Background: an optimization exercise with open tools, aiming at small area, a short achievable clock period and few clock cycles per item. Do not read the settings as production practice. Where RTL was checked, it was by simulation tests only, not by an equivalence proof against the original. No activity file was given, so power comes from the tool's default toggle rates.

==> module partition_engine, before the edit <==
module partition_engine (
    input  logic        clk,
    input  logic        rst,
    input  logic        cmd_valid,
    output logic        cmd_ready,
    input  logic [7:0]  cmd_op,
    input  logic [31:0] cmd_region,
    input  logic [31:0] cmd_mask,
    input  logic [3:0]  cmd_m1,
    input  logic [3:0]  cmd_m2,
    output logic        rsp_valid,
    input  logic        rsp_ready,
    output logic [2:0]  rsp_status,
    output logic [3:0]  rsp_module_id,
    output logic [4:0]  live_count,
    output logic [15:0] slot_valid,
    output logic        is_structured,
    output logic [11:0] mu_discovery,
    output logic [11:0] mu_execution,
    output logic [11:0] mu_cost,
    output logic        mu_saturated,
    input  logic [3:0]  rd_id,
    output logic [31:0] rd_region
);
    localparam logic [2:0] ST_OK      = 3'd0;
    localparam logic [2:0] ST_FULL    = 3'd1;
    localparam logic [2:0] ST_BAD_ID  = 3'd2;
    localparam logic [2:0] ST_OVERLAP = 3'd3;
    localparam logic [2:0] ST_EMPTY   = 3'd4;
    localparam logic [2:0] ST_ILLEGAL = 3'd5;
    logic [31:0] own_v;
    logic [3:0]  own_id [32];
    logic [5:0] disc_q;
    logic       sat_q;
    always_comb begin
        for (int b = 0; b < 32; b++) rd_region[b] = own_v[b] && (own_id[b] == rd_id);
    end
    logic [12:0] cost_sum;
    assign mu_discovery = {6'b0, disc_q};
    assign cost_sum     = {1'b0, mu_discovery} + {1'b0, mu_execution};
    assign mu_cost      = cost_sum[12] ? 12'hfff : cost_sum[11:0];
    assign mu_saturated = sat_q | cost_sum[12];
    logic accept;
    assign cmd_ready = !rsp_valid || rsp_ready;
    assign accept    = cmd_valid && cmd_ready;
    logic op_new, op_split, op_merge, op_acc;
    assign op_new   = (cmd_op == 8'h00);
    assign op_split = (cmd_op == 8'h01);
    assign op_merge = (cmd_op == 8'h02);
    assign op_acc   = (cmd_op == 8'h05);
    logic [3:0] free_id;
    logic       any_free;
    always_comb begin
        free_id  = '0;
        any_free = 1'b0;
        for (int k = 15; k >= 0; k--) begin
            if (!slot_valid[k]) begin
                free_id  = 4'(k);
                any_free = 1'b1;
            end
        end
    end
    logic [3:0]  sel_id;
    logic [31:0] psel;
    assign sel_id = cmd_op[1] ? cmd_m2 : cmd_m1;
    always_comb begin
        for (int b = 0; b < 32; b++) psel[b] = own_v[b] && (own_id[b] == sel_id);
    end
    logic overlap, region_zero, split_lo, split_hi, m1_live, m2_live;
    assign overlap     = |(cmd_region & own_v);
    assign region_zero = (cmd_region == '0);
    assign split_lo    = |(psel & cmd_mask);
    assign split_hi    = |(psel & ~cmd_mask);
    assign m1_live     = slot_valid[cmd_m1];
    assign m2_live     = slot_valid[cmd_m2];
    logic new_ok, split_ok, merge_ok;
    logic [2:0] status;
    always_comb begin
        status = ST_OK;
        if (op_new) begin
            if (region_zero)    status = ST_EMPTY;
            else if (overlap)   status = ST_OVERLAP;
            else if (!any_free) status = ST_FULL;
        end else if (op_split) begin
            if (!m1_live)                    status = ST_BAD_ID;
            else if (!any_free)              status = ST_FULL;
            else if (!split_lo || !split_hi) status = ST_EMPTY;
        end else if (op_merge) begin
            if (!m1_live || !m2_live || (cmd_m1 == cmd_m2)) status = ST_BAD_ID;
        end else if (!op_acc) begin
            status = ST_ILLEGAL;
        end
    end
    assign new_ok   = op_new && !region_zero && !overlap && any_free;
    assign split_ok = op_split && m1_live && any_free && split_lo && split_hi;
    assign merge_ok = op_merge && m1_live && m2_live && (cmd_m1 != cmd_m2);
    logic        do_new, do_split, do_merge, do_acc, do_add;
    logic [15:0] free_oh, m2_oh;
    logic [5:0]  pop;
    logic [4:0]  live_inc, live_dec;
    logic [7:0]  inc_exec;
    logic [12:0] exec_sum;
    logic        do_exec;
    assign do_new   = accept && new_ok;
    assign do_split = accept && split_ok;
    assign do_merge = accept && merge_ok;
    assign do_acc   = accept && op_acc;
    assign do_add   = do_new || do_split;
    always_comb begin
        for (int k = 0; k < 16; k++) begin
            free_oh[k] = do_add && (free_id == 4'(k));
            m2_oh[k]   = do_merge && (cmd_m2 == 4'(k));
        end
        pop = '0;
        for (int b = 0; b < 32; b++) pop = pop + 6'(cmd_region[b]);
    end
    assign live_inc = live_count + 5'd1;
    assign live_dec = live_count - 5'd1;
    always_comb begin
        inc_exec = {live_count, 3'b000};
        if (op_split)      inc_exec = 8'd32;
        else if (op_merge) inc_exec = 8'd4;
    end
    assign exec_sum = {1'b0, mu_execution} + {5'b0, inc_exec};
    assign do_exec  = do_split || do_merge || do_acc;
    always_ff @(posedge clk or posedge rst) begin
        if (rst) begin
            rsp_valid     <= 1'b0;
            live_count    <= '0;
            slot_valid    <= '0;
            is_structured <= 1'b0;
            disc_q        <= '0;
            mu_execution  <= '0;
            sat_q         <= 1'b0;
            own_v         <= '0;
        end else begin
            if (cmd_ready) rsp_valid <= cmd_valid;
            if (do_add)        live_count <= live_inc;
            else if (do_merge) live_count <= live_dec;
            slot_valid   <= (slot_valid | free_oh) & ~m2_oh;
            if (do_acc) is_structured <= (live_count >= 5'd2);
            own_v        <= own_v | (cmd_region & {32{do_new}});
            if (do_new) disc_q <= disc_q + pop;
            if (do_exec) mu_execution <= exec_sum[12] ? 12'hfff : exec_sum[11:0];
            sat_q        <= sat_q | (do_exec && exec_sum[12]);
        end
    end
    logic [3:0]  wr_id;
    logic [31:0] wr;
    assign wr_id = op_merge ? cmd_m1 : free_id;
    assign wr    = (cmd_region & {32{do_new}}) | (psel & ((cmd_mask & {32{do_split}}) | {32{do_merge}}));
    always_ff @(posedge clk) begin
        if (accept) begin
            rsp_status    <= status;
            rsp_module_id <= (merge_ok || new_ok || split_ok) ? wr_id : 4'd0;
        end
        for (int b = 0; b < 32; b++) begin
            if (wr[b]) own_id[b] <= wr_id;
        end
    end
endmodule
export LEC_CHECK = 0
export CAP_MARGIN = 20
export CELL_PAD_IN_SITES_DETAIL_PLACEMENT = 1
export CELL_PAD_IN_SITES_GLOBAL_PLACEMENT = 2
export CORE_MARGIN = 2
export CORE_UTILIZATION = 40
export PLACE_DENSITY = 0.55
export SETUP_SLACK_MARGIN = 4.6
export SLEW_MARGIN = 20
create_clock -name core_clock -period 10.0 [get_ports {clk}]
standard.sh (not shown) runs the stock make flow with config.mk's settings and CLKGATE_MAP_FILE= SYNTH_SCRIPT=/design/flow/synth_recipe.tcl, a recipe that flattens the netlist after the stock synthesis.
==> flow/flow/run.sh <==
#!/bin/bash
# Standard layout with two changes: plain buffers (not delay cells) on the ports, and
# no full-adder cell extraction in synthesis (adders are left to ABC's gate mapping).
export BUFFER_PORTS_ARGS="-buffer_cell sky130_fd_sc_hd__buf_2"
export ADDER_MAP_FILE=
bash standard.sh > standard.log 2>&1
Rerun with:
--- a/flow/design.v
+++ b/flow/design.v
@@ -29,15 +29,15 @@
     localparam logic [2:0] ST_EMPTY   = 3'd4;
     localparam logic [2:0] ST_ILLEGAL = 3'd5;
     logic [31:0] own_v;
     logic [3:0]  own_id [32];
-    logic [5:0] disc_q;
+    logic [5:0] disc_q, pop_q;
     logic       sat_q;
     always_comb begin
         for (int b = 0; b < 32; b++) rd_region[b] = own_v[b] && (own_id[b] == rd_id);
     end
     logic [12:0] cost_sum;
-    assign mu_discovery = {6'b0, disc_q};
+    assign mu_discovery = {6'b0, disc_q + pop_q};
     assign cost_sum     = {1'b0, mu_discovery} + {1'b0, mu_execution};
     assign mu_cost      = cost_sum[12] ? 12'hfff : cost_sum[11:0];
     assign mu_saturated = sat_q | cost_sum[12];
     logic accept;
@@ -129,8 +129,9 @@
             live_count    <= '0;
             slot_valid    <= '0;
             is_structured <= 1'b0;
             disc_q        <= '0;
+            pop_q         <= '0;
             mu_execution  <= '0;
             sat_q         <= 1'b0;
             own_v         <= '0;
         end else begin
@@ -139,9 +140,10 @@
             else if (do_merge) live_count <= live_dec;
             slot_valid   <= (slot_valid | free_oh) & ~m2_oh;
             if (do_acc) is_structured <= (live_count >= 5'd2);
             own_v        <= own_v | (cmd_region & {32{do_new}});
-            if (do_new) disc_q <= disc_q + pop;
+            disc_q       <= mu_discovery[5:0];
+            pop_q        <= do_new ? pop : 6'd0;
             if (do_exec) mu_execution <= exec_sum[12] ? 12'hfff : exec_sum[11:0];
             sat_q        <= sat_q | (do_exec && exec_sum[12]);
         end
     end
The new run produced a clean layout. Worst setup slack is worse by 0.17 ns. Clock power came out higher by about 7%. Count of clock-buffer cells in the layout came out lower by 8. Synthesized area came out higher by about 0.6%. Total power came out lower by 1.4%. Non-clock buffer count is unchanged. Design area came out higher by 1.9%. Combinational power came out lower by 14%. Wire length came out lower by 0.78%. Fmax came out lower by about 3%. Sequential share of layout area came out higher by 0.21 points.
Testbench counts after the change, summed over its fixed seeds: cycles 4,832, items 4,800.
Function not checked in the first run of this note: the RTL went through the layout flow alone.

[afterwards: timing with drivers on the ports]
The flow's constraints put no driver on any port. The routed layouts listed below were extracted and timed again, unchanged, in two steps. Step 1: set_driving_cell puts a clkbuf_16 on clk and a buf_2 on each other input, an assumption about the parent block. Step 2 also shifts input and output timing later by t, the mid clock arrival at the registers, as if the neighbouring blocks saw the same clock. Slacks: ideal ports / drivers / drivers and shift; pairs: ideal ports / drivers.
run	t (ns)	slack for setup (ns)	worst setup path after step 2	latest minus earliest clock arrival (ns)	pins driven straight from the clock port
the first run	0.607	4.656 / 4.650 / 4.071	input to register	0.020 / 0.021	1
the second run	0.611	4.485 / 4.429 / 4.142	input to register	0.027 / 0.027	1
After both steps setup and hold are still met in every run listed. The setup slack of the first run, which loses most, moves by -0.006 ns with the drivers and by -0.585 ns with both steps.
